Context: an optimization exercise on an open-source flow, tuned for small area and a short achievable clock period. The choices shown serve that exercise and are no tape-out recipe.
RTL that was checked went through simulation tests only; none was proved equivalent to the original.
Power is estimated from default activity; no workload was simulated.

// osiris_id_ex
module osiris_id_ex #(
    parameter int XLEN = osiris_pkg::XLEN_DEF
) (
    input  logic            i_clk,
    input  logic            i_rst_n,
    input  logic            i_valid,
    input  logic [31:0]     i_instr,
    input  logic [XLEN-1:0] i_pc,
    input  logic [XLEN-1:0] i_rs1_data,
    input  logic [XLEN-1:0] i_rs2_data,
    output logic            o_ex_valid,
    output logic [XLEN-1:0] o_ex_alu_result,
    output logic [XLEN-1:0] o_ex_pc_plus4,
    output logic [XLEN-1:0] o_ex_store_data,
    output logic [4:0]      o_ex_rd,
    output logic            o_ex_reg_write,
    output logic            o_ex_mem_write,
    output logic [1:0]      o_ex_result_src,
    output logic            o_ex_fence,
    output logic            o_pc_src,
    output logic [XLEN-1:0] o_pc_target
);
For scale: roughly 250 flip-flops, roughly 14000 µm² of cells after synthesis.
clock: 8.5 ns
lec_check: 0
cap_margin: 20
core_margin: 2
core_utilization: 40
slew_margin: 20
standard.sh (not shown) runs the stock make flow with config.mk's settings and CLKGATE_MAP_FILE= SYNTH_SCRIPT=/design/flow/synth_recipe.tcl, a recipe that flattens the netlist after the stock synthesis.
==> flow/flow/run.sh <==
#!/bin/bash
set -euo pipefail
export BUFFER_PORTS_ARGS="-buffer_cell sky130_fd_sc_hd__buf_2"
export SETUP_SLACK_MARGIN=5.5
bash standard.sh > standard.log 2>&1
The first run ran to the end with no violations.
Then changed:
==> flow/flow/run.sh (replaced) <==
#!/bin/bash
set -euo pipefail
export BUFFER_PORTS_ARGS="-buffer_cell sky130_fd_sc_hd__buf_1"
export CTS_ARGS="-sink_clustering_enable -repair_clock_nets -dont_use_dummy_load -sink_clustering_size 20 -sink_clustering_max_diameter 100 -buf_list {sky130_fd_sc_hd__clkbuf_8 sky130_fd_sc_hd__clkbuf_16}"
export SETUP_SLACK_MARGIN=5.5
bash standard.sh > standard.log 2>&1
Outcome: Worst setup slack got worse by 0.12 ns. Die area does not change. Hold slack improved by 0.0068 ns.
Function was not checked in any run of this note: the RTL went through the layout flow alone.

========
## P
osiris_id_ex, a different RTL version from the one above (not shown whole).
Size: about 280 flip-flops, roughly 270 I/O pins, about 14000 um2 of cells after synthesis.
Settings: LEC_CHECK=0, CAP_MARGIN=20, CORE_MARGIN=2, CORE_UTILIZATION=55, PLACE_DENSITY=0.68, SLEW_MARGIN=20; clock period 8.5 ns.
==> flow/flow/run.sh <==
#!/bin/bash
set -euo pipefail
export BUFFER_PORTS_ARGS="-buffer_cell sky130_fd_sc_hd__buf_1"
export CTS_ARGS="-sink_clustering_enable -repair_clock_nets -dont_use_dummy_load -sink_clustering_size 20 -sink_clustering_max_diameter 100 -buf_list {sky130_fd_sc_hd__clkbuf_8 sky130_fd_sc_hd__clkbuf_16}"
export SETUP_SLACK_MARGIN=5.85
bash standard.sh > standard.log 2>&1
## Diff of input files: Q against P
==> flow/flow/run.sh <==
#!/bin/bash
set -euo pipefail
export BUFFER_PORTS_ARGS="-buffer_cell sky130_fd_sc_hd__buf_1"
export CTS_ARGS="-sink_clustering_enable -repair_clock_nets -dont_use_dummy_load -sink_clustering_size 20 -sink_clustering_max_diameter 100 -buf_list {sky130_fd_sc_hd__clkbuf_8 sky130_fd_sc_hd__clkbuf_16}"
export SETUP_SLACK_MARGIN=5.75
bash standard.sh > standard.log 2>&1
Notes after the runs:
Q ran to completion and came out clean on the timing, design-rule and antenna checks. The final layout from P, which completed every stage, passed the timing, design-rule and antenna checks at the end of the flow. Diff P -> Q | fmax | decrease of 0.0052 GHz. Relative to P, part of the total power dissipated in combinational logic has decreased by 2.1 points in Q. Standby leakage power shrinks by more than 10% when moving from P to Q. Re count of unique library cells instantiated by Yosys: no difference whatsoever between P and Q.

========
## run 1
osiris_id_ex again, from the RTL that the note above started with.
clock: 8.5 ns
lec_check: 0
cap_margin: 20
core_margin: 2
core_utilization: 55
place_density: 0.68
slew_margin: 20
==> flow/flow/run.sh <==
#!/bin/bash
set -euo pipefail
export BUFFER_PORTS_ARGS="-buffer_cell sky130_fd_sc_hd__buf_1"
export CTS_ARGS="-sink_clustering_enable -repair_clock_nets -dont_use_dummy_load -sink_clustering_size 14 -sink_clustering_max_diameter 80 -buf_list {sky130_fd_sc_hd__clkbuf_8 sky130_fd_sc_hd__clkbuf_16}"
export SETUP_SLACK_MARGIN=5.75
bash standard.sh > standard.log 2>&1
Per the final summary, run 1 finished and its layout is clean on timing, DRC and antenna.
Inputs modified between run 1 and run 2:
==> flow/flow/run.sh <==
#!/bin/bash
set -euo pipefail
export BUFFER_PORTS_ARGS="-buffer_cell sky130_fd_sc_hd__buf_1"
export CTS_ARGS="-sink_clustering_enable -repair_clock_nets -dont_use_dummy_load -sink_clustering_size 10 -sink_clustering_max_diameter 60 -buf_list {sky130_fd_sc_hd__clkbuf_8 sky130_fd_sc_hd__clkbuf_16}"
export SETUP_SLACK_MARGIN=5.75
bash standard.sh > standard.log 2>&1
### Flow results
- Both conditions hold for run 2: the flow ran to the end and the final layout passed the timing, design-rule and antenna checks.
- met2 layer wire length in the routed design grows by a few percent when moving from run 1 to run 2.
- Run 2 -> run 1: area after synthesis delta 0, exact match
- Sequential share of layout area in run 2 is 0.96 points below run 1.
- In run 2, the share of power burned in the clock network came out 5.3 points above the value in run 1.
- Lower total power goes to run 1 over run 2.
- Setup slack in run 2 is smaller than in run 1.
--- input diff run 2..run 3 ---
==> flow/flow/run.sh <==
#!/bin/bash
set -euo pipefail
export BUFFER_PORTS_ARGS="-buffer_cell sky130_fd_sc_hd__buf_1"
export CTS_ARGS="-sink_clustering_enable -repair_clock_nets -dont_use_dummy_load -sink_clustering_size 14 -sink_clustering_max_diameter 80 -buf_list {sky130_fd_sc_hd__clkbuf_8 sky130_fd_sc_hd__clkbuf_16}"
export SETUP_SLACK_MARGIN=5.8
bash standard.sh > standard.log 2>&1
Results
- Comparing run 2 and run 3, the higher slew at the pin closest to its max-slew limit was measured on run 3.
- Placer congestion estimate, run 2 and run 3: smaller value in run 3
- Re number of register bits inferred by synthesis: no difference whatsoever between run 2 and run 3.
- Looking at final clock period utilization by the worst path, run 3 sits below run 2.
- Diff run 2 and run 3: setup slack higher in run 3
- As far as core utilization is concerned, run 2 and run 3 perform about the same.
- [compare] base=run 2 new=run 3: detail-routed net length per standard cell rose by about 2.7%; minimum clock period after layout fell by 0.055 ns.
Edits applied to the flow inputs when going from run 3 to run 4:
==> flow/flow/run.sh <==
#!/bin/bash
set -euo pipefail
export BUFFER_PORTS_ARGS="-buffer_cell sky130_fd_sc_hd__buf_1"
export CTS_ARGS="-sink_clustering_enable -repair_clock_nets -dont_use_dummy_load -sink_clustering_size 20 -sink_clustering_max_diameter 100 -buf_list {sky130_fd_sc_hd__clkbuf_8 sky130_fd_sc_hd__clkbuf_16}"
export SETUP_SLACK_MARGIN=5.65
bash standard.sh > standard.log 2>&1
### Flow results
Across both runs, post-cts resize count was lower for run 4 than for run 3.
Run 4 finished every stage and its layout cleared the timing, design-rule and antenna checks.
~same count of nets left with antenna violations after detail routing in run 3 and run 4
Run 4 vs run 3 — clock period minus worst slack rose 0.13 ns.
Changes observed in run 4 relative to run 3: via count went up; area taken by flip-flops and latches went down 0.81%.
Changes observed in run 4 relative to run 3: layout overhead on the synthesized area moved down, number of gates on the worst path with buffers counted picked up an extra 10, overall track demand over capacity in global routing went up, maximum cell stage delay along the critical path saw an increase.

==> port drivers added, routing unchanged <==
No port has a modelled driver above. Below, the same layouts with a new extraction and two added sets of constraints. Step 1 sets driving cells, clkbuf_16 on the clock port and buf_2 on the other inputs (assumed; they add their load-dependent delay and slew). Step 2 times the ports against the registers' clock, not the clock port: input delays grow and output delays shrink by t, the midpoint of the rising clock arrivals with the driver on. a / b / c = ideal / step 1 / step 2; a / b = the first two.
run | t, ns | setup WS [ns] | worst hold slack (ns) | worst setup path at the end | worst data-port slew with drivers (ns)
the first run of note 1 | 0.619 | 5.422 / 5.402 / 4.783 | 0.320 / 0.320 / 0.320 | input to register | 0.09
the second run of note 1 | 0.540 | 5.299 / 5.283 / 4.744 | 0.326 / 0.326 / 0.326 | input to register | 0.07
P | 0.548 | 5.810 / 5.758 / 5.300 | 0.279 / 0.279 / 0.279 | input to register | 0.06
Q | 0.546 | 5.771 / 5.722 / 5.295 | 0.324 / 0.324 / 0.324 | input to register | 0.05
run 1 | 0.565 | 5.783 / 5.734 / 5.283 | 0.326 / 0.326 / 0.326 | input to register | 0.05
run 2 | 0.551 | 5.763 / 5.712 / 5.247 | 0.323 / 0.323 / 0.323 | input to register | 0.05
run 3 | 0.572 | 5.818 / 5.765 / 5.304 | 0.321 / 0.321 / 0.321 | input to register | 0.05
run 4 | 0.547 | 5.690 / 5.684 / 5.200 | 0.321 / 0.321 / 0.321 | input to register | 0.07
After both steps every run listed still meets setup and hold. For the first run of note 1, which loses most, drivers alone change the setup slack by -0.020 ns; drivers and shift together by -0.639 ns.
